Context: an optimization exercise on an open-source flow, tuned for small area and a short achievable clock period. The choices shown serve that exercise and are no tape-out recipe. No run shown here included a check of the RTL's function; only the layout flow was run.

==> flow/design.v, too long to show whole: its modules and the start of the top module <==
// module imu_fp: 1947 lines
// module imu_fa: 4 lines
// module imu_ha: 4 lines
module imu_fp (
  input  logic        clk,
  input  logic        rst,
  input  logic [31:0] value,
  input  logic [31:0] row,
  output logic [31:0] data
);
  // ...
==> flow/flow/run.sh <==
#!/bin/bash
# The standard layout (the standard.sh, unchanged), with the port
# buffers that global placement inserts made plain buffers (buf_2) instead of
# the library's default pick, a delay cell.
set -euo pipefail
export BUFFER_PORTS_ARGS="-buffer_cell sky130_fd_sc_hd__buf_2"
bash standard.sh finish > standard_flow.log 2>&1
==> flow/standard.sh <==
#!/bin/bash
# synth_recipe.tcl (not shown) runs the flow's synth.tcl, then flattens the netlist and writes it again
# the make line also repeats each setting of config.mk as NAME=value (left out here)
make -C /OpenROAD-flow-scripts/flow DESIGN_CONFIG=/design/flow/config.mk WORK_HOME=/design/flow/orfs CLKGATE_MAP_FILE= SYNTH_SCRIPT=/design/flow/synth_recipe.tcl "${@:-finish}"
==> flow/config.mk <==
export PLATFORM = sky130hd
export DESIGN_NAME = imu_fp
export DESIGN_NICKNAME = imu_fp
export VERILOG_FILES = /design/flow/design.v
export SDC_FILE = /design/flow/constraint.sdc
export NUM_CORES = 4
export LEC_CHECK = 0
export ABC_AREA = 1
export CAP_MARGIN = 20
export CORE_MARGIN = 2
export CORE_UTILIZATION = 60
export CTS_BUF_LIST = sky130_fd_sc_hd__clkbuf_4 sky130_fd_sc_hd__clkbuf_8
export SETUP_SLACK_MARGIN = 4
export SLEW_MARGIN = 20
export SYNTH_HIERARCHICAL = 1
==> flow/constraint.sdc <==
create_clock -name core_clock -period 13.0 [get_ports {clk}]
set_input_delay 2.6000 -clock core_clock [delete_from_list [all_inputs] [get_ports {clk}]]
set_output_delay 2.6000 -clock core_clock [all_outputs]
set_load 0.01 [all_outputs]
==> reports/qor.yml, run 1 <==
drt:
  wl_mm: 53.4
  first_iter_violations: 1360
  routed_via_density: 6.35
  routedWlPerCell_microns: 23.0
sta:
  worst_slack_ns: 4.22
  slew_headroom_pct: 18.8
  setup_viol_count_final: 0
  period_needed_ns: 8.78
  period_share_pct: 67.6
yosys:
  yosys-top-cells-area: "fa_1, xor2_1, ha_1, o22ai_1, nand2_1"
  synth_seq_area_share_pct: 3.91
  muxShareOfSynthArea_pct: 0
  yosysTopAreaCell: "fa_1"
  syn_inst: 1955
  yosys.area_share.simple_pct: 13.3
finish:
  top_register: "data_q"
  buf_share_pct: 5.73
  nets: 2445
  antenna_cells: 0
  seq_area_share_pct: 3.62
  drive_above_1_share_pct: 14.2
floorplan:
  start_util_pct: 60.9
  dieWidth_microns: 169
status:
  status: "finished clean"
setup_path:
  startpoint_type: "input pin"
  cp_slowest_cell: "inv_1"
  critPathMaxFanout: 24
  worst_ep_required_time_ns: 13.23
  path_depth: 26
grt:
  grtUsageMet3_pct: 7.93
  grt_pass1_wl_mm: 81.4
  grtUsageTotal_pct: 36.9
cts:
  cts_num_sinks: 32
  cts_resized: 51
==> inputs of run 2 (changes only) <==
--- a/flow/design.v
+++ b/flow/design.v
@@ -17,21 +17,20 @@
   logic [24:0] pp7;
   logic [24:0] pp8;
   logic [24:0] pp9;
   logic [24:0] pp10;
   logic [24:0] pp11;
   logic [23:0] pp12;
   logic [47:0] ta, tb;
   logic [24:0] hx;
-  logic [23:0] hy, ux, uy, ug, upp, uq, ur;
+  logic [23:0] hy, ux, uy, ug, upp, u0, u1;
   logic [22:0] lg, lp;
   logic [21:0] lo_or;
   logic        cin22, mz;
-  logic        p23, g22, p22, cq, cr, q23, tie_q, tie_r, hi;
   logic s1;
   logic c2;
   logic s3;
   logic c4;
   logic s5;
   logic c6;
   logic s7;
   logic c8;
@@ -750,106 +749,248 @@
   logic ug721;
   logic up722;
   logic ug723;
   logic up724;
   logic ug725;
   logic up726;
   logic ug727;
   logic up728;
-  logic lg729;
-  logic lp730;
-  logic lg731;
-  logic lp732;
-  logic lg733;
-  logic lp734;
-  logic lg735;
-  logic lp736;
-  logic lg737;
-  logic lp738;
-  logic lg739;
-  logic lp740;
-  logic lg741;
-  logic lp742;
-  logic lg743;
-  logic lp744;
-  logic lg745;
-  logic lp746;
-  logic lg747;
-  logic lp748;
-  logic lg749;
-  logic lp750;
-  logic lg751;
-  logic lp752;
-  logic lg753;
-  logic lp754;
-  logic lg755;
-  logic lp756;
-  logic lg757;
-  logic lp758;
-  logic lg759;
-  logic lp760;
-  logic lg761;
-  logic lp762;
-  logic lg763;
-  logic lp764;
-  logic lg765;
-  logic lp766;
-  logic lg767;
-  logic lp768;
-  logic lg769;
-  logic lp770;
-  logic lg771;
-  logic lp772;
-  logic lg773;
-  logic lp774;
-  logic lg775;
-  logic lp776;
-  logic lg777;
-  logic lp778;
-  logic lg779;
-  logic lp780;
-  logic lg781;
-  logic lp782;
-  logic lg783;
-  logic lp784;
-  logic lg785;
-  logic lp786;
-  logic lg787;
-  logic lp788;
-  logic lg789;
-  logic lp790;
-  logic lg791;
-  logic lp792;
-  logic lg793;
-  logic lp794;
-  logic lg795;
-  logic lp796;
-  logic lg797;
-  logic lp798;
-  logic lg799;
-  logic lp800;
-  logic lg801;
-  logic lp802;
+  logic ug729;
+  logic up730;
+  logic ug731;
+  logic up732;
+  logic ug733;
+  logic up734;
+  logic ug735;
+  logic up736;
+  logic ug737;
+  logic up738;
+  logic ug739;
+  logic up740;
+  logic ug741;
+  logic up742;
+  logic ug743;
+  logic up744;
+  logic ug745;
+  logic up746;
+  logic ug747;
+  logic up748;
+  logic ug749;
+  logic up750;
+  logic ug751;
+  logic up752;
+  logic ug753;
+  logic up754;
+  logic ug755;
+  logic up756;
+  logic ug757;
+  logic up758;
+  logic ug759;
+  logic up760;
+  logic ug761;
+  logic up762;
+  logic ug763;
+  logic up764;
+  logic ug765;
+  logic up766;
+  logic ug767;
+  logic up768;
+  logic ug769;
+  logic up770;
+  logic ug771;
+  logic up772;
+  logic ug773;
+  logic up774;
+  logic ug775;
+  logic up776;
+  logic ug777;
+  logic up778;
+  logic ug779;
+  logic up780;
+  logic ug781;
+  logic up782;
+  logic ug783;
+  logic up784;
+  logic ug785;
+  logic up786;
+  logic ug787;
+  logic up788;
+  logic ug789;
+  logic up790;
+  logic ug791;
+  logic up792;
+  logic ug793;
+  logic up794;
+  logic ug795;
+  logic up796;
+  logic ug797;
+  logic up798;
+  logic ug799;
+  logic up800;
+  logic ug801;
+  logic up802;
   logic lg803;
   logic lp804;
   logic lg805;
   logic lp806;
   logic lg807;
   logic lp808;
   logic lg809;
   logic lp810;
   logic lg811;
   logic lp812;
   logic lg813;
   logic lp814;
   logic lg815;
   logic lp816;
   logic lg817;
   logic lp818;
+  logic lg819;
+  logic lp820;
+  logic lg821;
+  logic lp822;
+  logic lg823;
+  logic lp824;
+  logic lg825;
+  logic lp826;
+  logic lg827;
+  logic lp828;
+  logic lg829;
+  logic lp830;
+  logic lg831;
+  logic lp832;
+  logic lg833;
+  logic lp834;
+  logic lg835;
+  logic lp836;
+  logic lg837;
+  logic lp838;
+  logic lg839;
+  logic lp840;
+  logic lg841;
+  logic lp842;
+  logic lg843;
+  logic lp844;
+  logic lg845;
+  logic lp846;
+  logic lg847;
+  logic lp848;
+  logic lg849;
+  logic lp850;
+  logic lg851;
+  logic lp852;
+  logic lg853;
+  logic lp854;
+  logic lg855;
+  logic lp856;
+  logic lg857;
+  logic lp858;
+  logic lg859;
+  logic lp860;
+  logic lg861;
+  logic lp862;
+  logic lg863;
+  logic lp864;
+  logic lg865;
+  logic lp866;
+  logic lg867;
+  logic lp868;
+  logic lg869;
+  logic lp870;
+  logic lg871;
+  logic lp872;
+  logic lg873;
+  logic lp874;
+  logic lg875;
+  logic lp876;
+  logic lg877;
+  logic lp878;
+  logic lg879;
+  logic lp880;
+  logic lg881;
+  logic lp882;
+  logic lg883;
+  logic lp884;
+  logic lg885;
+  logic lp886;
+  logic lg887;
+  logic lp888;
+  logic lg889;
+  logic lp890;
+  logic lg891;
+  logic lp892;
+  logic lg893;
+  logic lp894;
+  logic lg895;
+  logic lp896;
+  logic lg897;
+  logic lp898;
+  logic lg899;
+  logic lp900;
+  logic lg901;
+  logic lp902;
+  logic lg903;
+  logic lp904;
+  logic lg905;
+  logic lp906;
+  logic lg907;
+  logic lp908;
+  logic lg909;
+  logic lp910;
+  logic lg911;
+  logic lp912;
+  logic lg913;
+  logic lp914;
+  logic lg915;
+  logic lp916;
+  logic lg917;
+  logic lp918;
+  logic lg919;
+  logic lp920;
+  logic lg921;
+  logic lp922;
+  logic lg923;
+  logic lp924;
+  logic lg925;
+  logic lp926;
+  logic lg927;
+  logic lp928;
+  logic lg929;
+  logic lp930;
+  logic lg931;
+  logic lp932;
+  logic lg933;
+  logic lp934;
+  logic lg935;
+  logic lp936;
+  logic lg937;
+  logic lp938;
+  logic lg939;
+  logic lp940;
+  logic lg941;
+  logic lp942;
+  logic lg943;
+  logic lp944;
+  logic lg945;
+  logic lp946;
+  logic lg947;
+  logic lp948;
+  logic lg949;
+  logic lp950;
+  logic lg951;
+  logic lp952;
+  logic lg953;
+  logic lp954;
+  logic lg955;
+  logic lp956;
+  logic lg957;
+  logic lp958;
+  logic lg959;
+  logic lp960;
   assign xb = {1'b1, value[22:0]};
   assign yb = {1'b1, row[22:0]};
   assign one[0] = yb[0];
   assign two[0] = yb[1] & ~yb[0];
   assign neg[0] = yb[1];
   assign pp0[0] = ((one[0] & xb[0])) ^ neg[0];
   assign pp0[1] = ((one[0] & xb[1]) | (two[0] & xb[0])) ^ neg[0];
   assign pp0[2] = ((one[0] & xb[2]) | (two[0] & xb[1])) ^ neg[0];
@@ -1618,174 +1759,293 @@
   assign ta[44] = c616;
   assign tb[44] = s617;
   assign ta[45] = c618;
   assign tb[45] = s619;
   assign ta[46] = c620;
   assign tb[46] = s621;
   assign ta[47] = c622;
   assign tb[47] = s623;
-  assign hx = ta[47:23] ^ tb[47:23];
-  assign hy = ta[46:23] & tb[46:23];
+  imu_ha u_h23 (.a(ta[23]), .b(tb[23]), .s(hx[0]), .co(hy[0]));
+  imu_ha u_h24 (.a(ta[24]), .b(tb[24]), .s(hx[1]), .co(hy[1]));
+  imu_ha u_h25 (.a(ta[25]), .b(tb[25]), .s(hx[2]), .co(hy[2]));
+  imu_ha u_h26 (.a(ta[26]), .b(tb[26]), .s(hx[3]), .co(hy[3]));
+  imu_ha u_h27 (.a(ta[27]), .b(tb[27]), .s(hx[4]), .co(hy[4]));
+  imu_ha u_h28 (.a(ta[28]), .b(tb[28]), .s(hx[5]), .co(hy[5]));
+  imu_ha u_h29 (.a(ta[29]), .b(tb[29]), .s(hx[6]), .co(hy[6]));
+  imu_ha u_h30 (.a(ta[30]), .b(tb[30]), .s(hx[7]), .co(hy[7]));
+  imu_ha u_h31 (.a(ta[31]), .b(tb[31]), .s(hx[8]), .co(hy[8]));
+  imu_ha u_h32 (.a(ta[32]), .b(tb[32]), .s(hx[9]), .co(hy[9]));
+  imu_ha u_h33 (.a(ta[33]), .b(tb[33]), .s(hx[10]), .co(hy[10]));
+  imu_ha u_h34 (.a(ta[34]), .b(tb[34]), .s(hx[11]), .co(hy[11]));
+  imu_ha u_h35 (.a(ta[35]), .b(tb[35]), .s(hx[12]), .co(hy[12]));
+  imu_ha u_h36 (.a(ta[36]), .b(tb[36]), .s(hx[13]), .co(hy[13]));
+  imu_ha u_h37 (.a(ta[37]), .b(tb[37]), .s(hx[14]), .co(hy[14]));
+  imu_ha u_h38 (.a(ta[38]), .b(tb[38]), .s(hx[15]), .co(hy[15]));
+  imu_ha u_h39 (.a(ta[39]), .b(tb[39]), .s(hx[16]), .co(hy[16]));
+  imu_ha u_h40 (.a(ta[40]), .b(tb[40]), .s(hx[17]), .co(hy[17]));
+  imu_ha u_h41 (.a(ta[41]), .b(tb[41]), .s(hx[18]), .co(hy[18]));
+  imu_ha u_h42 (.a(ta[42]), .b(tb[42]), .s(hx[19]), .co(hy[19]));
+  imu_ha u_h43 (.a(ta[43]), .b(tb[43]), .s(hx[20]), .co(hy[20]));
+  imu_ha u_h44 (.a(ta[44]), .b(tb[44]), .s(hx[21]), .co(hy[21]));
+  imu_ha u_h45 (.a(ta[45]), .b(tb[45]), .s(hx[22]), .co(hy[22]));
+  imu_ha u_h46 (.a(ta[46]), .b(tb[46]), .s(hx[23]), .co(hy[23]));
+  assign hx[24] = ta[47] ^ tb[47];
   assign ux = hx[24:1];
   assign uy = hy[23:0];
-  assign ug = ux & uy;
-  assign upp = ux ^ uy;
+  imu_ha u_u0 (.a(ux[0]), .b(uy[0]), .s(upp[0]), .co(ug[0]));
+  imu_ha u_u1 (.a(ux[1]), .b(uy[1]), .s(upp[1]), .co(ug[1]));
+  imu_ha u_u2 (.a(ux[2]), .b(uy[2]), .s(upp[2]), .co(ug[2]));
+  imu_ha u_u3 (.a(ux[3]), .b(uy[3]), .s(upp[3]), .co(ug[3]));
+  imu_ha u_u4 (.a(ux[4]), .b(uy[4]), .s(upp[4]), .co(ug[4]));
+  imu_ha u_u5 (.a(ux[5]), .b(uy[5]), .s(upp[5]), .co(ug[5]));
+  imu_ha u_u6 (.a(ux[6]), .b(uy[6]), .s(upp[6]), .co(ug[6]));
+  imu_ha u_u7 (.a(ux[7]), .b(uy[7]), .s(upp[7]), .co(ug[7]));
+  imu_ha u_u8 (.a(ux[8]), .b(uy[8]), .s(upp[8]), .co(ug[8]));
+  imu_ha u_u9 (.a(ux[9]), .b(uy[9]), .s(upp[9]), .co(ug[9]));
+  imu_ha u_u10 (.a(ux[10]), .b(uy[10]), .s(upp[10]), .co(ug[10]));
+  imu_ha u_u11 (.a(ux[11]), .b(uy[11]), .s(upp[11]), .co(ug[11]));
+  imu_ha u_u12 (.a(ux[12]), .b(uy[12]), .s(upp[12]), .co(ug[12]));
+  imu_ha u_u13 (.a(ux[13]), .b(uy[13]), .s(upp[13]), .co(ug[13]));
+  imu_ha u_u14 (.a(ux[14]), .b(uy[14]), .s(upp[14]), .co(ug[14]));
+  imu_ha u_u15 (.a(ux[15]), .b(uy[15]), .s(upp[15]), .co(ug[15]));
+  imu_ha u_u16 (.a(ux[16]), .b(uy[16]), .s(upp[16]), .co(ug[16]));
+  imu_ha u_u17 (.a(ux[17]), .b(uy[17]), .s(upp[17]), .co(ug[17]));
+  imu_ha u_u18 (.a(ux[18]), .b(uy[18]), .s(upp[18]), .co(ug[18]));
+  imu_ha u_u19 (.a(ux[19]), .b(uy[19]), .s(upp[19]), .co(ug[19]));
+  imu_ha u_u20 (.a(ux[20]), .b(uy[20]), .s(upp[20]), .co(ug[20]));
+  imu_ha u_u21 (.a(ux[21]), .b(uy[21]), .s(upp[21]), .co(ug[21]));
+  imu_ha u_u22 (.a(ux[22]), .b(uy[22]), .s(upp[22]), .co(ug[22]));
+  imu_ha u_u23 (.a(ux[23]), .b(uy[23]), .s(upp[23]), .co(ug[23]));
   assign ug625 = ug[1] | (upp[1] & ug[0]);
   assign up626 = upp[1] & upp[0];
-  assign ug627 = ug[3] | (upp[3] & ug[2]);
-  assign up628 = upp[3] & upp[2];
-  assign ug629 = ug[5] | (upp[5] & ug[4]);
-  assign up630 = upp[5] & upp[4];
-  assign ug631 = ug[7] | (upp[7] & ug[6]);
-  assign up632 = upp[7] & upp[6];
-  assign ug633 = ug[9] | (upp[9] & ug[8]);
-  assign up634 = upp[9] & upp[8];
-  assign ug635 = ug[11] | (upp[11] & ug[10]);
-  assign up636 = upp[11] & upp[10];
-  assign ug637 = ug[13] | (upp[13] & ug[12]);
-  assign up638 = upp[13] & upp[12];
-  assign ug639 = ug[15] | (upp[15] & ug[14]);
-  assign up640 = upp[15] & upp[14];
-  assign ug641 = ug[17] | (upp[17] & ug[16]);
-  assign up642 = upp[17] & upp[16];
-  assign ug643 = ug[19] | (upp[19] & ug[18]);
-  assign up644 = upp[19] & upp[18];
-  assign ug645 = ug[21] | (upp[21] & ug[20]);
-  assign up646 = upp[21] & upp[20];
-  assign ug647 = ug[23] | (upp[23] & ug[22]);
-  assign up648 = upp[23] & upp[22];
-  assign ug649 = ug[2] | (upp[2] & ug625);
-  assign up650 = upp[2] & up626;
-  assign ug651 = ug627 | (up628 & ug625);
-  assign up652 = up628 & up626;
-  assign ug653 = ug[6] | (upp[6] & ug629);
-  assign up654 = upp[6] & up630;
-  assign ug655 = ug631 | (up632 & ug629);
-  assign up656 = up632 & up630;
-  assign ug657 = ug[10] | (upp[10] & ug633);
-  assign up658 = upp[10] & up634;
-  assign ug659 = ug635 | (up636 & ug633);
-  assign up660 = up636 & up634;
-  assign ug661 = ug[14] | (upp[14] & ug637);
-  assign up662 = upp[14] & up638;
-  assign ug663 = ug639 | (up640 & ug637);
-  assign up664 = up640 & up638;
-  assign ug665 = ug[18] | (upp[18] & ug641);
-  assign up666 = upp[18] & up642;
-  assign ug667 = ug643 | (up644 & ug641);
-  assign up668 = up644 & up642;
-  assign ug669 = ug[22] | (upp[22] & ug645);
-  assign up670 = upp[22] & up646;
-  assign ug671 = ug647 | (up648 & ug645);
-  assign up672 = up648 & up646;
-  assign ug673 = ug[4] | (upp[4] & ug651);
-  assign up674 = upp[4] & up652;
-  assign ug675 = ug629 | (up630 & ug651);
-  assign up676 = up630 & up652;
-  assign ug677 = ug653 | (up654 & ug651);
-  assign up678 = up654 & up652;
-  assign ug679 = ug655 | (up656 & ug651);
-  assign up680 = up656 & up652;
-  assign ug681 = ug[12] | (upp[12] & ug659);
-  assign up682 = upp[12] & up660;
-  assign ug683 = ug637 | (up638 & ug659);
-  assign up684 = up638 & up660;
-  assign ug685 = ug661 | (up662 & ug659);
-  assign up686 = up662 & up660;
-  assign ug687 = ug663 | (up664 & ug659);
-  assign up688 = up664 & up660;
-  assign ug689 = ug[20] | (upp[20] & ug667);
-  assign up690 = upp[20] & up668;
-  assign ug691 = ug645 | (up646 & ug667);
-  assign up692 = up646 & up668;
-  assign ug693 = ug669 | (up670 & ug667);
-  assign up694 = up670 & up668;
-  assign ug695 = ug671 | (up672 & ug667);
-  assign up696 = up672 & up668;
-  assign ug697 = ug[8] | (upp[8] & ug679);
-  assign up698 = upp[8] & up680;
-  assign ug699 = ug633 | (up634 & ug679);
-  assign up700 = up634 & up680;
-  assign ug701 = ug657 | (up658 & ug679);
-  assign up702 = up658 & up680;
-  assign ug703 = ug659 | (up660 & ug679);
-  assign up704 = up660 & up680;
-  assign ug705 = ug681 | (up682 & ug679);
-  assign up706 = up682 & up680;
-  assign ug707 = ug683 | (up684 & ug679);
-  assign up708 = up684 & up680;
-  assign ug709 = ug685 | (up686 & ug679);
-  assign up710 = up686 & up680;
-  assign ug711 = ug687 | (up688 & ug679);
-  assign up712 = up688 & up680;
-  assign ug713 = ug[16] | (upp[16] & ug711);
-  assign up714 = upp[16] & up712;
-  assign ug715 = ug641 | (up642 & ug711);
-  assign up716 = up642 & up712;
-  assign ug717 = ug665 | (up666 & ug711);
-  assign up718 = up666 & up712;
-  assign ug719 = ug667 | (up668 & ug711);
-  assign up720 = up668 & up712;
-  assign ug721 = ug689 | (up690 & ug711);
-  assign up722 = up690 & up712;
-  assign ug723 = ug691 | (up692 & ug711);
-  assign up724 = up692 & up712;
-  assign ug725 = ug693 | (up694 & ug711);
-  assign up726 = up694 & up712;
-  assign ug727 = ug695 | (up696 & ug711);
-  assign up728 = up696 & up712;
-  assign uq[0] = upp[0] ^ cq;
-  assign ur[0] = upp[0] ^ cr;
-  assign uq[1] = upp[1] ^ (ug[0] | (upp[0] & cq));
-  assign ur[1] = upp[1] ^ (ug[0] | (upp[0] & cr));
-  assign uq[2] = upp[2] ^ (ug625 | (up626 & cq));
-  assign ur[2] = upp[2] ^ (ug625 | (up626 & cr));
-  assign uq[3] = upp[3] ^ (ug649 | (up650 & cq));
-  assign ur[3] = upp[3] ^ (ug649 | (up650 & cr));
-  assign uq[4] = upp[4] ^ (ug651 | (up652 & cq));
-  assign ur[4] = upp[4] ^ (ug651 | (up652 & cr));
-  assign uq[5] = upp[5] ^ (ug673 | (up674 & cq));
-  assign ur[5] = upp[5] ^ (ug673 | (up674 & cr));
-  assign uq[6] = upp[6] ^ (ug675 | (up676 & cq));
-  assign ur[6] = upp[6] ^ (ug675 | (up676 & cr));
-  assign uq[7] = upp[7] ^ (ug677 | (up678 & cq));
-  assign ur[7] = upp[7] ^ (ug677 | (up678 & cr));
-  assign uq[8] = upp[8] ^ (ug679 | (up680 & cq));
-  assign ur[8] = upp[8] ^ (ug679 | (up680 & cr));
-  assign uq[9] = upp[9] ^ (ug697 | (up698 & cq));
-  assign ur[9] = upp[9] ^ (ug697 | (up698 & cr));
-  assign uq[10] = upp[10] ^ (ug699 | (up700 & cq));
-  assign ur[10] = upp[10] ^ (ug699 | (up700 & cr));
-  assign uq[11] = upp[11] ^ (ug701 | (up702 & cq));
-  assign ur[11] = upp[11] ^ (ug701 | (up702 & cr));
-  assign uq[12] = upp[12] ^ (ug703 | (up704 & cq));
-  assign ur[12] = upp[12] ^ (ug703 | (up704 & cr));
-  assign uq[13] = upp[13] ^ (ug705 | (up706 & cq));
-  assign ur[13] = upp[13] ^ (ug705 | (up706 & cr));
-  assign uq[14] = upp[14] ^ (ug707 | (up708 & cq));
-  assign ur[14] = upp[14] ^ (ug707 | (up708 & cr));
-  assign uq[15] = upp[15] ^ (ug709 | (up710 & cq));
-  assign ur[15] = upp[15] ^ (ug709 | (up710 & cr));
-  assign uq[16] = upp[16] ^ (ug711 | (up712 & cq));
-  assign ur[16] = upp[16] ^ (ug711 | (up712 & cr));
-  assign uq[17] = upp[17] ^ (ug713 | (up714 & cq));
-  assign ur[17] = upp[17] ^ (ug713 | (up714 & cr));
-  assign uq[18] = upp[18] ^ (ug715 | (up716 & cq));
-  assign ur[18] = upp[18] ^ (ug715 | (up716 & cr));
-  assign uq[19] = upp[19] ^ (ug717 | (up718 & cq));
-  assign ur[19] = upp[19] ^ (ug717 | (up718 & cr));
-  assign uq[20] = upp[20] ^ (ug719 | (up720 & cq));
-  assign ur[20] = upp[20] ^ (ug719 | (up720 & cr));
-  assign uq[21] = upp[21] ^ (ug721 | (up722 & cq));
-  assign ur[21] = upp[21] ^ (ug721 | (up722 & cr));
-  assign uq[22] = upp[22] ^ (ug723 | (up724 & cq));
-  assign ur[22] = upp[22] ^ (ug723 | (up724 & cr));
-  assign uq[23] = upp[23] ^ (ug725 | (up726 & cq));
-  assign ur[23] = upp[23] ^ (ug725 | (up726 & cr));
+  assign ug627 = ug[2] | (upp[2] & ug[1]);
+  assign up628 = upp[2] & upp[1];
+  assign ug629 = ug[3] | (upp[3] & ug[2]);
+  assign up630 = upp[3] & upp[2];
+  assign ug631 = ug[4] | (upp[4] & ug[3]);
+  assign up632 = upp[4] & upp[3];
+  assign ug633 = ug[5] | (upp[5] & ug[4]);
+  assign up634 = upp[5] & upp[4];
+  assign ug635 = ug[6] | (upp[6] & ug[5]);
+  assign up636 = upp[6] & upp[5];
+  assign ug637 = ug[7] | (upp[7] & ug[6]);
+  assign up638 = upp[7] & upp[6];
+  assign ug639 = ug[8] | (upp[8] & ug[7]);
+  assign up640 = upp[8] & upp[7];
+  assign ug641 = ug[9] | (upp[9] & ug[8]);
+  assign up642 = upp[9] & upp[8];
+  assign ug643 = ug[10] | (upp[10] & ug[9]);
+  assign up644 = upp[10] & upp[9];
+  assign ug645 = ug[11] | (upp[11] & ug[10]);
+  assign up646 = upp[11] & upp[10];
+  assign ug647 = ug[12] | (upp[12] & ug[11]);
+  assign up648 = upp[12] & upp[11];
+  assign ug649 = ug[13] | (upp[13] & ug[12]);
+  assign up650 = upp[13] & upp[12];
+  assign ug651 = ug[14] | (upp[14] & ug[13]);
+  assign up652 = upp[14] & upp[13];
+  assign ug653 = ug[15] | (upp[15] & ug[14]);
+  assign up654 = upp[15] & upp[14];
+  assign ug655 = ug[16] | (upp[16] & ug[15]);
+  assign up656 = upp[16] & upp[15];
+  assign ug657 = ug[17] | (upp[17] & ug[16]);
+  assign up658 = upp[17] & upp[16];
+  assign ug659 = ug[18] | (upp[18] & ug[17]);
+  assign up660 = upp[18] & upp[17];
+  assign ug661 = ug[19] | (upp[19] & ug[18]);
+  assign up662 = upp[19] & upp[18];
+  assign ug663 = ug[20] | (upp[20] & ug[19]);
+  assign up664 = upp[20] & upp[19];
+  assign ug665 = ug[21] | (upp[21] & ug[20]);
+  assign up666 = upp[21] & upp[20];
+  assign ug667 = ug[22] | (upp[22] & ug[21]);
+  assign up668 = upp[22] & upp[21];
+  assign ug669 = ug[23] | (upp[23] & ug[22]);
+  assign up670 = upp[23] & upp[22];
+  assign ug671 = ug627 | (up628 & ug[0]);
+  assign up672 = up628 & upp[0];
+  assign ug673 = ug629 | (up630 & ug625);
+  assign up674 = up630 & up626;
+  assign ug675 = ug631 | (up632 & ug627);
+  assign up676 = up632 & up628;
+  assign ug677 = ug633 | (up634 & ug629);
+  assign up678 = up634 & up630;
+  assign ug679 = ug635 | (up636 & ug631);
+  assign up680 = up636 & up632;
+  assign ug681 = ug637 | (up638 & ug633);
+  assign up682 = up638 & up634;
+  assign ug683 = ug639 | (up640 & ug635);
+  assign up684 = up640 & up636;
+  assign ug685 = ug641 | (up642 & ug637);
+  assign up686 = up642 & up638;
+  assign ug687 = ug643 | (up644 & ug639);
+  assign up688 = up644 & up640;
+  assign ug689 = ug645 | (up646 & ug641);
+  assign up690 = up646 & up642;
+  assign ug691 = ug647 | (up648 & ug643);
+  assign up692 = up648 & up644;
+  assign ug693 = ug649 | (up650 & ug645);
+  assign up694 = up650 & up646;
+  assign ug695 = ug651 | (up652 & ug647);
+  assign up696 = up652 & up648;
+  assign ug697 = ug653 | (up654 & ug649);
+  assign up698 = up654 & up650;
+  assign ug699 = ug655 | (up656 & ug651);
+  assign up700 = up656 & up652;
+  assign ug701 = ug657 | (up658 & ug653);
+  assign up702 = up658 & up654;
+  assign ug703 = ug659 | (up660 & ug655);
+  assign up704 = up660 & up656;
+  assign ug705 = ug661 | (up662 & ug657);
+  assign up706 = up662 & up658;
+  assign ug707 = ug663 | (up664 & ug659);
+  assign up708 = up664 & up660;
+  assign ug709 = ug665 | (up666 & ug661);
+  assign up710 = up666 & up662;
+  assign ug711 = ug667 | (up668 & ug663);
+  assign up712 = up668 & up664;
+  assign ug713 = ug669 | (up670 & ug665);
+  assign up714 = up670 & up666;
+  assign ug715 = ug675 | (up676 & ug[0]);
+  assign up716 = up676 & upp[0];
+  assign ug717 = ug677 | (up678 & ug625);
+  assign up718 = up678 & up626;
+  assign ug719 = ug679 | (up680 & ug671);
+  assign up720 = up680 & up672;
+  assign ug721 = ug681 | (up682 & ug673);
+  assign up722 = up682 & up674;
+  assign ug723 = ug683 | (up684 & ug675);
+  assign up724 = up684 & up676;
+  assign ug725 = ug685 | (up686 & ug677);
+  assign up726 = up686 & up678;
+  assign ug727 = ug687 | (up688 & ug679);
+  assign up728 = up688 & up680;
+  assign ug729 = ug689 | (up690 & ug681);
+  assign up730 = up690 & up682;
+  assign ug731 = ug691 | (up692 & ug683);
+  assign up732 = up692 & up684;
+  assign ug733 = ug693 | (up694 & ug685);
+  assign up734 = up694 & up686;
+  assign ug735 = ug695 | (up696 & ug687);
+  assign up736 = up696 & up688;
+  assign ug737 = ug697 | (up698 & ug689);
+  assign up738 = up698 & up690;
+  assign ug739 = ug699 | (up700 & ug691);
+  assign up740 = up700 & up692;
+  assign ug741 = ug701 | (up702 & ug693);
+  assign up742 = up702 & up694;
+  assign ug743 = ug703 | (up704 & ug695);
+  assign up744 = up704 & up696;
+  assign ug745 = ug705 | (up706 & ug697);
+  assign up746 = up706 & up698;
+  assign ug747 = ug707 | (up708 & ug699);
+  assign up748 = up708 & up700;
+  assign ug749 = ug709 | (up710 & ug701);
+  assign up750 = up710 & up702;
+  assign ug751 = ug711 | (up712 & ug703);
+  assign up752 = up712 & up704;
+  assign ug753 = ug713 | (up714 & ug705);
+  assign up754 = up714 & up706;
+  assign ug755 = ug723 | (up724 & ug[0]);
+  assign up756 = up724 & upp[0];
+  assign ug757 = ug725 | (up726 & ug625);
+  assign up758 = up726 & up626;
+  assign ug759 = ug727 | (up728 & ug671);
+  assign up760 = up728 & up672;
+  assign ug761 = ug729 | (up730 & ug673);
+  assign up762 = up730 & up674;
+  assign ug763 = ug731 | (up732 & ug715);
+  assign up764 = up732 & up716;
+  assign ug765 = ug733 | (up734 & ug717);
+  assign up766 = up734 & up718;
+  assign ug767 = ug735 | (up736 & ug719);
+  assign up768 = up736 & up720;
+  assign ug769 = ug737 | (up738 & ug721);
+  assign up770 = up738 & up722;
+  assign ug771 = ug739 | (up740 & ug723);
+  assign up772 = up740 & up724;
+  assign ug773 = ug741 | (up742 & ug725);
+  assign up774 = up742 & up726;
+  assign ug775 = ug743 | (up744 & ug727);
+  assign up776 = up744 & up728;
+  assign ug777 = ug745 | (up746 & ug729);
+  assign up778 = up746 & up730;
+  assign ug779 = ug747 | (up748 & ug731);
+  assign up780 = up748 & up732;
+  assign ug781 = ug749 | (up750 & ug733);
+  assign up782 = up750 & up734;
+  assign ug783 = ug751 | (up752 & ug735);
+  assign up784 = up752 & up736;
+  assign ug785 = ug753 | (up754 & ug737);
+  assign up786 = up754 & up738;
+  assign ug787 = ug771 | (up772 & ug[0]);
+  assign up788 = up772 & upp[0];
+  assign ug789 = ug773 | (up774 & ug625);
+  assign up790 = up774 & up626;
+  assign ug791 = ug775 | (up776 & ug671);
+  assign up792 = up776 & up672;
+  assign ug793 = ug777 | (up778 & ug673);
+  assign up794 = up778 & up674;
+  assign ug795 = ug779 | (up780 & ug715);
+  assign up796 = up780 & up716;
+  assign ug797 = ug781 | (up782 & ug717);
+  assign up798 = up782 & up718;
+  assign ug799 = ug783 | (up784 & ug719);
+  assign up800 = up784 & up720;
+  assign ug801 = ug785 | (up786 & ug721);
+  assign up802 = up786 & up722;
+  assign u0[0] = upp[0];
+  assign u1[0] = ~upp[0];
+  assign u0[1] = upp[1] ^ ug[0];
+  assign u1[1] = upp[1] ^ (ug[0] | upp[0]);
+  assign u0[2] = upp[2] ^ ug625;
+  assign u1[2] = upp[2] ^ (ug625 | up626);
+  assign u0[3] = upp[3] ^ ug671;
+  assign u1[3] = upp[3] ^ (ug671 | up672);
+  assign u0[4] = upp[4] ^ ug673;
+  assign u1[4] = upp[4] ^ (ug673 | up674);
+  assign u0[5] = upp[5] ^ ug715;
+  assign u1[5] = upp[5] ^ (ug715 | up716);
+  assign u0[6] = upp[6] ^ ug717;
+  assign u1[6] = upp[6] ^ (ug717 | up718);
+  assign u0[7] = upp[7] ^ ug719;
+  assign u1[7] = upp[7] ^ (ug719 | up720);
+  assign u0[8] = upp[8] ^ ug721;
+  assign u1[8] = upp[8] ^ (ug721 | up722);
+  assign u0[9] = upp[9] ^ ug755;
+  assign u1[9] = upp[9] ^ (ug755 | up756);
+  assign u0[10] = upp[10] ^ ug757;
+  assign u1[10] = upp[10] ^ (ug757 | up758);
+  assign u0[11] = upp[11] ^ ug759;
+  assign u1[11] = upp[11] ^ (ug759 | up760);
+  assign u0[12] = upp[12] ^ ug761;
+  assign u1[12] = upp[12] ^ (ug761 | up762);
+  assign u0[13] = upp[13] ^ ug763;
+  assign u1[13] = upp[13] ^ (ug763 | up764);
+  assign u0[14] = upp[14] ^ ug765;
+  assign u1[14] = upp[14] ^ (ug765 | up766);
+  assign u0[15] = upp[15] ^ ug767;
+  assign u1[15] = upp[15] ^ (ug767 | up768);
+  assign u0[16] = upp[16] ^ ug769;
+  assign u1[16] = upp[16] ^ (ug769 | up770);
+  assign u0[17] = upp[17] ^ ug787;
+  assign u1[17] = upp[17] ^ (ug787 | up788);
+  assign u0[18] = upp[18] ^ ug789;
+  assign u1[18] = upp[18] ^ (ug789 | up790);
+  assign u0[19] = upp[19] ^ ug791;
+  assign u1[19] = upp[19] ^ (ug791 | up792);
+  assign u0[20] = upp[20] ^ ug793;
+  assign u1[20] = upp[20] ^ (ug793 | up794);
+  assign u0[21] = upp[21] ^ ug795;
+  assign u1[21] = upp[21] ^ (ug795 | up796);
+  assign u0[22] = upp[22] ^ ug797;
+  assign u1[22] = upp[22] ^ (ug797 | up798);
+  assign u0[23] = upp[23] ^ ug799;
+  assign u1[23] = upp[23] ^ (ug799 | up800);
   imu_ha u_l0 (.a(ta[0]), .b(tb[0]), .s(lp[0]), .co(lg[0]));
   imu_ha u_l1 (.a(ta[1]), .b(tb[1]), .s(lp[1]), .co(lg[1]));
   imu_ha u_l2 (.a(ta[2]), .b(tb[2]), .s(lp[2]), .co(lg[2]));
   imu_ha u_l3 (.a(ta[3]), .b(tb[3]), .s(lp[3]), .co(lg[3]));
   imu_ha u_l4 (.a(ta[4]), .b(tb[4]), .s(lp[4]), .co(lg[4]));
   imu_ha u_l5 (.a(ta[5]), .b(tb[5]), .s(lp[5]), .co(lg[5]));
   imu_ha u_l6 (.a(ta[6]), .b(tb[6]), .s(lp[6]), .co(lg[6]));
   imu_ha u_l7 (.a(ta[7]), .b(tb[7]), .s(lp[7]), .co(lg[7]));
@@ -1799,118 +2059,190 @@
   imu_ha u_l15 (.a(ta[15]), .b(tb[15]), .s(lp[15]), .co(lg[15]));
   imu_ha u_l16 (.a(ta[16]), .b(tb[16]), .s(lp[16]), .co(lg[16]));
   imu_ha u_l17 (.a(ta[17]), .b(tb[17]), .s(lp[17]), .co(lg[17]));
   imu_ha u_l18 (.a(ta[18]), .b(tb[18]), .s(lp[18]), .co(lg[18]));
   imu_ha u_l19 (.a(ta[19]), .b(tb[19]), .s(lp[19]), .co(lg[19]));
   imu_ha u_l20 (.a(ta[20]), .b(tb[20]), .s(lp[20]), .co(lg[20]));
   imu_ha u_l21 (.a(ta[21]), .b(tb[21]), .s(lp[21]), .co(lg[21]));
   imu_ha u_l22 (.a(ta[22]), .b(tb[22]), .s(lp[22]), .co(lg[22]));
-  assign lg729 = lg[1] | (lp[1] & lg[0]);
-  assign lp730 = lp[1] & lp[0];
-  assign lg731 = lg[3] | (lp[3] & lg[2]);
-  assign lp732 = lp[3] & lp[2];
-  assign lg733 = lg[5] | (lp[5] & lg[4]);
-  assign lp734 = lp[5] & lp[4];
-  assign lg735 = lg[7] | (lp[7] & lg[6]);
-  assign lp736 = lp[7] & lp[6];
-  assign lg737 = lg[9] | (lp[9] & lg[8]);
-  assign lp738 = lp[9] & lp[8];
-  assign lg739 = lg[11] | (lp[11] & lg[10]);
-  assign lp740 = lp[11] & lp[10];
-  assign lg741 = lg[13] | (lp[13] & lg[12]);
-  assign lp742 = lp[13] & lp[12];
-  assign lg743 = lg[15] | (lp[15] & lg[14]);
-  assign lp744 = lp[15] & lp[14];
-  assign lg745 = lg[17] | (lp[17] & lg[16]);
-  assign lp746 = lp[17] & lp[16];
-  assign lg747 = lg[19] | (lp[19] & lg[18]);
-  assign lp748 = lp[19] & lp[18];
-  assign lg749 = lg[21] | (lp[21] & lg[20]);
-  assign lp750 = lp[21] & lp[20];
-  assign lg751 = lg[2] | (lp[2] & lg729);
-  assign lp752 = lp[2] & lp730;
-  assign lg753 = lg731 | (lp732 & lg729);
-  assign lp754 = lp732 & lp730;
-  assign lg755 = lg[6] | (lp[6] & lg733);
-  assign lp756 = lp[6] & lp734;
-  assign lg757 = lg735 | (lp736 & lg733);
-  assign lp758 = lp736 & lp734;
-  assign lg759 = lg[10] | (lp[10] & lg737);
-  assign lp760 = lp[10] & lp738;
-  assign lg761 = lg739 | (lp740 & lg737);
-  assign lp762 = lp740 & lp738;
-  assign lg763 = lg[14] | (lp[14] & lg741);
-  assign lp764 = lp[14] & lp742;
-  assign lg765 = lg743 | (lp744 & lg741);
-  assign lp766 = lp744 & lp742;
-  assign lg767 = lg[18] | (lp[18] & lg745);
-  assign lp768 = lp[18] & lp746;
-  assign lg769 = lg747 | (lp748 & lg745);
-  assign lp770 = lp748 & lp746;
-  assign lg771 = lg[4] | (lp[4] & lg753);
-  assign lp772 = lp[4] & lp754;
-  assign lg773 = lg733 | (lp734 & lg753);
-  assign lp774 = lp734 & lp754;
-  assign lg775 = lg755 | (lp756 & lg753);
-  assign lp776 = lp756 & lp754;
-  assign lg777 = lg757 | (lp758 & lg753);
-  assign lp778 = lp758 & lp754;
-  assign lg779 = lg[12] | (lp[12] & lg761);
-  assign lp780 = lp[12] & lp762;
-  assign lg781 = lg741 | (lp742 & lg761);
-  assign lp782 = lp742 & lp762;
-  assign lg783 = lg763 | (lp764 & lg761);
-  assign lp784 = lp764 & lp762;
-  assign lg785 = lg765 | (lp766 & lg761);
-  assign lp786 = lp766 & lp762;
-  assign lg787 = lg[20] | (lp[20] & lg769);
-  assign lp788 = lp[20] & lp770;
-  assign lg789 = lg749 | (lp750 & lg769);
-  assign lp790 = lp750 & lp770;
-  assign lg791 = lg[8] | (lp[8] & lg777);
-  assign lp792 = lp[8] & lp778;
-  assign lg793 = lg737 | (lp738 & lg777);
-  assign lp794 = lp738 & lp778;
-  assign lg795 = lg759 | (lp760 & lg777);
-  assign lp796 = lp760 & lp778;
-  assign lg797 = lg761 | (lp762 & lg777);
-  assign lp798 = lp762 & lp778;
-  assign lg799 = lg779 | (lp780 & lg777);
-  assign lp800 = lp780 & lp778;
-  assign lg801 = lg781 | (lp782 & lg777);
-  assign lp802 = lp782 & lp778;
-  assign lg803 = lg783 | (lp784 & lg777);
-  assign lp804 = lp784 & lp778;
-  assign lg805 = lg785 | (lp786 & lg777);
-  assign lp806 = lp786 & lp778;
-  assign lg807 = lg[16] | (lp[16] & lg805);
-  assign lp808 = lp[16] & lp806;
-  assign lg809 = lg745 | (lp746 & lg805);
-  assign lp810 = lp746 & lp806;
-  assign lg811 = lg767 | (lp768 & lg805);
-  assign lp812 = lp768 & lp806;
-  assign lg813 = lg769 | (lp770 & lg805);
-  assign lp814 = lp770 & lp806;
-  assign lg815 = lg787 | (lp788 & lg805);
-  assign lp816 = lp788 & lp806;
-  assign lg817 = lg789 | (lp790 & lg805);
-  assign lp818 = lp790 & lp806;
-  assign cin22 = lg817;
+  assign lg803 = lg[1] | (lp[1] & lg[0]);
+  assign lp804 = lp[1] & lp[0];
+  assign lg805 = lg[2] | (lp[2] & lg[1]);
+  assign lp806 = lp[2] & lp[1];
+  assign lg807 = lg[3] | (lp[3] & lg[2]);
+  assign lp808 = lp[3] & lp[2];
+  assign lg809 = lg[4] | (lp[4] & lg[3]);
+  assign lp810 = lp[4] & lp[3];
+  assign lg811 = lg[5] | (lp[5] & lg[4]);
+  assign lp812 = lp[5] & lp[4];
+  assign lg813 = lg[6] | (lp[6] & lg[5]);
+  assign lp814 = lp[6] & lp[5];
+  assign lg815 = lg[7] | (lp[7] & lg[6]);
+  assign lp816 = lp[7] & lp[6];
+  assign lg817 = lg[8] | (lp[8] & lg[7]);
+  assign lp818 = lp[8] & lp[7];
+  assign lg819 = lg[9] | (lp[9] & lg[8]);
+  assign lp820 = lp[9] & lp[8];
+  assign lg821 = lg[10] | (lp[10] & lg[9]);
+  assign lp822 = lp[10] & lp[9];
+  assign lg823 = lg[11] | (lp[11] & lg[10]);
+  assign lp824 = lp[11] & lp[10];
+  assign lg825 = lg[12] | (lp[12] & lg[11]);
+  assign lp826 = lp[12] & lp[11];
+  assign lg827 = lg[13] | (lp[13] & lg[12]);
+  assign lp828 = lp[13] & lp[12];
+  assign lg829 = lg[14] | (lp[14] & lg[13]);
+  assign lp830 = lp[14] & lp[13];
+  assign lg831 = lg[15] | (lp[15] & lg[14]);
+  assign lp832 = lp[15] & lp[14];
+  assign lg833 = lg[16] | (lp[16] & lg[15]);
+  assign lp834 = lp[16] & lp[15];
+  assign lg835 = lg[17] | (lp[17] & lg[16]);
+  assign lp836 = lp[17] & lp[16];
+  assign lg837 = lg[18] | (lp[18] & lg[17]);
+  assign lp838 = lp[18] & lp[17];
+  assign lg839 = lg[19] | (lp[19] & lg[18]);
+  assign lp840 = lp[19] & lp[18];
+  assign lg841 = lg[20] | (lp[20] & lg[19]);
+  assign lp842 = lp[20] & lp[19];
+  assign lg843 = lg[21] | (lp[21] & lg[20]);
+  assign lp844 = lp[21] & lp[20];
+  assign lg845 = lg805 | (lp806 & lg[0]);
+  assign lp846 = lp806 & lp[0];
+  assign lg847 = lg807 | (lp808 & lg803);
+  assign lp848 = lp808 & lp804;
+  assign lg849 = lg809 | (lp810 & lg805);
+  assign lp850 = lp810 & lp806;
+  assign lg851 = lg811 | (lp812 & lg807);
+  assign lp852 = lp812 & lp808;
+  assign lg853 = lg813 | (lp814 & lg809);
+  assign lp854 = lp814 & lp810;
+  assign lg855 = lg815 | (lp816 & lg811);
+  assign lp856 = lp816 & lp812;
+  assign lg857 = lg817 | (lp818 & lg813);
+  assign lp858 = lp818 & lp814;
+  assign lg859 = lg819 | (lp820 & lg815);
+  assign lp860 = lp820 & lp816;
+  assign lg861 = lg821 | (lp822 & lg817);
+  assign lp862 = lp822 & lp818;
+  assign lg863 = lg823 | (lp824 & lg819);
+  assign lp864 = lp824 & lp820;
+  assign lg865 = lg825 | (lp826 & lg821);
+  assign lp866 = lp826 & lp822;
+  assign lg867 = lg827 | (lp828 & lg823);
+  assign lp868 = lp828 & lp824;
+  assign lg869 = lg829 | (lp830 & lg825);
+  assign lp870 = lp830 & lp826;
+  assign lg871 = lg831 | (lp832 & lg827);
+  assign lp872 = lp832 & lp828;
+  assign lg873 = lg833 | (lp834 & lg829);
+  assign lp874 = lp834 & lp830;
+  assign lg875 = lg835 | (lp836 & lg831);
+  assign lp876 = lp836 & lp832;
+  assign lg877 = lg837 | (lp838 & lg833);
+  assign lp878 = lp838 & lp834;
+  assign lg879 = lg839 | (lp840 & lg835);
+  assign lp880 = lp840 & lp836;
+  assign lg881 = lg841 | (lp842 & lg837);
+  assign lp882 = lp842 & lp838;
+  assign lg883 = lg843 | (lp844 & lg839);
+  assign lp884 = lp844 & lp840;
+  assign lg885 = lg849 | (lp850 & lg[0]);
+  assign lp886 = lp850 & lp[0];
+  assign lg887 = lg851 | (lp852 & lg803);
+  assign lp888 = lp852 & lp804;
+  assign lg889 = lg853 | (lp854 & lg845);
+  assign lp890 = lp854 & lp846;
+  assign lg891 = lg855 | (lp856 & lg847);
+  assign lp892 = lp856 & lp848;
+  assign lg893 = lg857 | (lp858 & lg849);
+  assign lp894 = lp858 & lp850;
+  assign lg895 = lg859 | (lp860 & lg851);
+  assign lp896 = lp860 & lp852;
+  assign lg897 = lg861 | (lp862 & lg853);
+  assign lp898 = lp862 & lp854;
+  assign lg899 = lg863 | (lp864 & lg855);
+  assign lp900 = lp864 & lp856;
+  assign lg901 = lg865 | (lp866 & lg857);
+  assign lp902 = lp866 & lp858;
+  assign lg903 = lg867 | (lp868 & lg859);
+  assign lp904 = lp868 & lp860;
+  assign lg905 = lg869 | (lp870 & lg861);
+  assign lp906 = lp870 & lp862;
+  assign lg907 = lg871 | (lp872 & lg863);
+  assign lp908 = lp872 & lp864;
+  assign lg909 = lg873 | (lp874 & lg865);
+  assign lp910 = lp874 & lp866;
+  assign lg911 = lg875 | (lp876 & lg867);
+  assign lp912 = lp876 & lp868;
+  assign lg913 = lg877 | (lp878 & lg869);
+  assign lp914 = lp878 & lp870;
+  assign lg915 = lg879 | (lp880 & lg871);
+  assign lp916 = lp880 & lp872;
+  assign lg917 = lg881 | (lp882 & lg873);
+  assign lp918 = lp882 & lp874;
+  assign lg919 = lg883 | (lp884 & lg875);
+  assign lp920 = lp884 & lp876;
+  assign lg921 = lg893 | (lp894 & lg[0]);
+  assign lp922 = lp894 & lp[0];
+  assign lg923 = lg895 | (lp896 & lg803);
+  assign lp924 = lp896 & lp804;
+  assign lg925 = lg897 | (lp898 & lg845);
+  assign lp926 = lp898 & lp846;
+  assign lg927 = lg899 | (lp900 & lg847);
+  assign lp928 = lp900 & lp848;
+  assign lg929 = lg901 | (lp902 & lg885);
+  assign lp930 = lp902 & lp886;
+  assign lg931 = lg903 | (lp904 & lg887);
+  assign lp932 = lp904 & lp888;
+  assign lg933 = lg905 | (lp906 & lg889);
+  assign lp934 = lp906 & lp890;
+  assign lg935 = lg907 | (lp908 & lg891);
+  assign lp936 = lp908 & lp892;
+  assign lg937 = lg909 | (lp910 & lg893);
+  assign lp938 = lp910 & lp894;
+  assign lg939 = lg911 | (lp912 & lg895);
+  assign lp940 = lp912 & lp896;
+  assign lg941 = lg913 | (lp914 & lg897);
+  assign lp942 = lp914 & lp898;
+  assign lg943 = lg915 | (lp916 & lg899);
+  assign lp944 = lp916 & lp900;
+  assign lg945 = lg917 | (lp918 & lg901);
+  assign lp946 = lp918 & lp902;
+  assign lg947 = lg919 | (lp920 & lg903);
+  assign lp948 = lp920 & lp904;
+  assign lg949 = lg937 | (lp938 & lg[0]);
+  assign lp950 = lp938 & lp[0];
+  assign lg951 = lg939 | (lp940 & lg803);
+  assign lp952 = lp940 & lp804;
+  assign lg953 = lg941 | (lp942 & lg845);
+  assign lp954 = lp942 & lp846;
+  assign lg955 = lg943 | (lp944 & lg847);
+  assign lp956 = lp944 & lp848;
+  assign lg957 = lg945 | (lp946 & lg885);
+  assign lp958 = lp946 & lp886;
+  assign lg959 = lg947 | (lp948 & lg887);
+  assign lp960 = lp948 & lp888;
+  assign cin22 = lg959;
   assign lo_or = ta[21:0] | tb[21:0];
   assign mz = &(lp[21:0] ~^ {lo_or[20:0], 1'b0});
+  logic       p23, g22, p22, cq, cr, q23, tie_q, tie_r, hi;
+  logic [23:0] uq, ur;
   logic [22:0] frac;
   assign p23   = hx[0];
   assign g22   = lg[22];
   assign p22   = lp[22];
   assign cq    = cin22 ? (p23 | g22) : (p23 & (g22 | p22));
   assign cr    = p23 | g22 | (p22 & cin22);
   assign q23   = p23 ^ g22 ^ (p22 | cin22);
   assign tie_q = (p22 ^ cin22) & mz;
   assign tie_r = ~(p22 ^ cin22) & (p23 ^ (g22 | (p22 & cin22))) & mz;
+  assign uq    = cq ? u1 : u0;
+  assign ur    = cr ? u1 : u0;
   assign hi    = uq[23];
   assign frac  = hi ? {ur[22:1], ur[0] & ~tie_r} : {uq[21:0], q23 & ~tie_q};
   logic        sgn, a_nan, b_nan, a_inf, b_inf, a_zero, b_zero;
   logic        nan, inf_in, zero_in, ovf0, ovf1, unf0, unf1, ovf, unf, norm, big;
   logic [8:0]  es;
   logic [7:0]  e0, e1, ex;
   logic [31:0] data_d, data_q;
   assign sgn    = value[31] ^ row[31];
==> flow/config.mk (replaced) <==
export PLATFORM = sky130hd
export DESIGN_NAME = imu_fp
export DESIGN_NICKNAME = imu_fp
export VERILOG_FILES = /design/flow/design.v
export SDC_FILE = /design/flow/constraint.sdc
export NUM_CORES = 4
export LEC_CHECK = 0
export ABC_AREA = 1
export CAP_MARGIN = 20
export CORE_MARGIN = 2
export CORE_UTILIZATION = 60
export SETUP_SLACK_MARGIN = 4
export SLEW_MARGIN = 20
export SYNTH_HIERARCHICAL = 1
==> run 2 against run 1 <==
- fmax shrank 0.82%
- core utilization grew 0.091 points
- clock-buffer cell count shrank 1
- synthesized cell count grew 11%
- final area grew 4.1%
- non-clock buffer count shrank 22
- via count grew 12%
- global-route usage grew 1.2 points
- area after synthesis grew 4.3%
- sequential share of layout area shrank 0.14 points
- highest routed layer unchanged
==> reports/qor.yml, run 2 <==
floorplan:
  die_h_microns: 173  # was 169 microns
  core_region_area_sq_um: 27900  # was 26900 sq um
  dieWidth_microns: 173  # was 169 microns
  start_util_pct: 61.1  # was 60.9%
  ios: 98  # unchanged
  dieArea_sq_um: 29800  # was 28600 sq um
  rows: 61  # was 60
cts:
  cts_buffer_depth: 2  # unchanged
  numCtsBuffers: 5  # unchanged
  htreeDepth: 2  # unchanged
  cts_num_sinks: 32  # unchanged
  cts.clk_slew.worst_paths_ns: 0.05  # was 0.07 ns
  cts_root_buf: "clkbuf_16"  # was clkbuf_8
  holdBufCountCts: 0  # unchanged
  cts_tree: "built"  # unchanged
setup_path:
  critPathMaxFanout: 29  # was 24
  critical-path-max-stage-delay_ns: 0.74  # was 0.72 ns
  cp-end-kind: "flop"  # unchanged
  critical_path.top_delay_family: "adder cells"  # unchanged
  path_buf_inv: 4  # was 5
  startpoint: "value[22]"  # was value[9]
  worst_ep_required_time_ns: 13.17  # was 13.23 ns
  cp_slowest_cell: "inv_1"  # unchanged
  endpoint: "data_q[3]"  # was data_q[14]
  startpoint_type: "input pin"  # unchanged
  path_depth: 27  # was 26
  cp.arrival_ns: 9.02  # was 9.01 ns
  path_class: "input pin to flop"  # unchanged
finish:
  mostFrequentLayoutCell: "nand2_1"  # was xor2_1
  nets: 2624  # was 2445
  largest_reg_flops: 32  # unchanged
  final_cell_mix: "nand2_1, xor2_1, o22ai_1"  # was xor2_1, o22ai_1, fa_1
  fin_cells: 2536  # was 2320
  syn_to_final_growth_pct: 8.03  # was 8.23%
  largestRegisters: "data_q: 32 flops"  # unchanged
  top_register: "data_q"  # unchanged
  fin_area_sq_um: 18400  # was 17700 sq um
  utilization_pct: 66.0  # was 65.9%
  drive_above_1_share_pct: 12.2  # was 14.2%
  antenna_cells: 0  # unchanged
sta:
  setup_viol_count_final: 0  # unchanged
  setup_tns_ns: 0  # unchanged
  rsz0062_at_grt: "no"  # unchanged
  slew_viol_final: 0  # unchanged
  slew_headroom_pct: 32.9  # was 18.8%
  hold_viol: 0  # unchanged
  period_share_pct: 68.1  # was 67.6%
  tightestPinTransition_ns: 1.01  # was 1.21 ns
  max_freq_ghz: 0.113  # was 0.114 GHz
  period_needed_ns: 8.86  # was 8.78 ns
grt:
  grt.busiest_layer: "met2"  # unchanged
  grt_pass1_wl_mm: 89.5  # was 81.4 mm
  grtUsageTotal_pct: 38.1  # was 36.9%
  grt_max_degree: 35  # was 39
  grt_pass1_vias: 15700  # was 15000
  grtUsageMet3_pct: 10.3  # was 7.93%
  antenna_found_initial: 0  # unchanged
  use_met1_pct: 53.0  # was 45.3%
  gr-usage-met2_pct: 56.9  # was 61.8%
  grt_overflow: 0  # unchanged
placement:
  place.detailed.hpwl_mm: 43.3  # was 39.7 mm
  gp_congestion: 1.03  # was 0.930
  placed_area_sq_um: 17600  # was 16900 sq um
  dp.cells: 2518  # was 2290
  port_buffers: 97  # unchanged
yosys:
  synth_area_sq_um: 17100  # was 16400 sq um
  yosysUniqueCellTypes: 50  # was 53
  yosysWarnings: 7  # unchanged
  synth_edf_count: 0  # unchanged
  syn_area_per_cell_sq_um: 7.89  # was 8.37 sq um
  yosys-top-cells-area: "fa_1, xor2_1, ha_1, o22ai_1, nand2_1"  # unchanged
  ys_ff_latch: 32  # unchanged
  async_flop_share_pct: 0  # unchanged
  synth_commonest_cells: "nand2_1, xor2_1, o22ai_1"  # was xor2_1, o22ai_1, fa_1
  synth_most_common_cell: "nand2_1"  # was xor2_1
  syn_inst: 2163  # was 1955
  synth_seq_area_share_pct: 3.75  # was 3.91%
  yosysTopAreaCell: "fa_1"  # unchanged
  synth_top_flop_cell: "dfxtp_1"  # unchanged
  synth_top_cell_area_share_pct: 30.4  # was 31.9%
drt:
  drtAntennaViolNets: 0  # unchanged
  drcViolationCount: 0  # unchanged
  routed_via_density: 6.50  # was 6.35
  first_iter_violations: 1820  # was 1360
  drtPass1Iterations: 6  # unchanged
  wl_mm: 59.6  # was 53.4 mm
  routedWlPerCell_microns: 23.5  # was 23.0 microns
  vias: 16500  # was 14700
run:
  cap_violations: 0  # unchanged
status:
  status: "finished clean"  # unchanged
worst_hold_path:
  hold_path_class: "input pin to flop"  # unchanged
==> run 2: per-module statistics from Yosys (local to each module, per instance) <==
module	flops+latches	cells	area, sq um
imu_ha	0	1	12.5
imu_fp	32	1788	10400
imu_fa	0	1	20.0
==> run 2: repair_timing <==
| action | in CTS | in global routing |
|---|---|---|
| setup buffers | 1 | 2 |
| pin swaps | 1 | 4 |
| resized for setup | 71 | 77 |
| cloned | 1 | 6 |
| setup endpoints to repair | 31 | 31 |
==> run 2: worst min path at each step <==
stage                  from         end  slack (ns)  depth (start not counted)
floorplan           row[31]  data_q[31]        2.69                          1
global placement    row[31]  data_q[31]        2.80                          2
detailed placement  row[31]  data_q[31]        2.80                          2
CTS                 row[31]  data_q[31]        2.50                          2
global route        row[31]  data_q[31]        2.53                          2
finish              row[31]  data_q[31]        2.50                          2
==> run 2: stage by stage <==
step / hold slack, ns / setup slack, ns
finish: 2.50 / 4.14
CTS: 2.50 / 4.00
floorplan: 2.69 / 4.69
global placement: 2.80 / 2.61
detailed placement: 2.80 / 2.55
global route: 2.53 / 3.99
==> run 2: area by class of cell <==
cell class,count,area (sq um)
Tap cell,378,473
Clock buffer,5,125
Inverter,210,823
Timing Repair Buffer,125,873
Sequential cell,32,641
Timing Repair inverter,4,25.0
Clock inverter,3,42.5
Multi-Input combinational cell,1779,15400
Fill cell,2480,9490
==> run 2: kinds of logic (layout without fill, tap and decap cells) <==
kind of cell	Yosys count	after routing	share of synthesized area, %
AO/OA/AOI/OAI	413	413	14.6
XOR/XNOR	319	319	16.4
adder cells (fa/ha/maj)	401	401	40.8
buffers and inverters	356	347	8.25
flip-flops	32	32	3.75
other	2	4	0.0440
AND/OR/NAND/NOR	640	642	16.2
==> run 2: layer usage <==
layer	routed length [microns]	up-vias
met5	0	-
li1	-	7152
met2	25200	1206
met1	23900	7912
met3	7850	220
met4	2650	0

==> static timing again, ports no longer ideal <==
The flow's constraints put no driver on any port. The routed layouts listed below were extracted and timed again, unchanged, in two steps. Step 1 sets driving cells, clkbuf_16 on the clock port and buf_2 on the other inputs (assumed; they add their load-dependent delay and slew). Step 2 adds t to the input delays and takes it off the output delays; t is the mean of the earliest and latest rising clock arrival at the registers after step 1. Input paths then give back, and output paths get back, about the clock's delay inside the block. Three values: no drivers, after step 1, after step 2; two values: the first two.
| run | t, ns | slack for setup (ns) | hold slack, ns | slew at the worst register clock pin (ns) | pins driven straight from the clock port |
|---|---|---|---|---|---|
| run 1 | 0.317 | 4.217 / 4.225 / 3.908 | 2.495 / 2.489 / 2.806 | 0.07 / 0.07 | 1 |
| run 2 | 0.316 | 4.145 / 4.158 / 3.842 | 2.505 / 2.495 / 2.811 | 0.05 / 0.05 | 1 |
After both steps setup and hold are still met in every run listed. For run 1, which loses most, drivers alone change the setup slack by +0.008 ns; drivers and shift together by -0.309 ns.
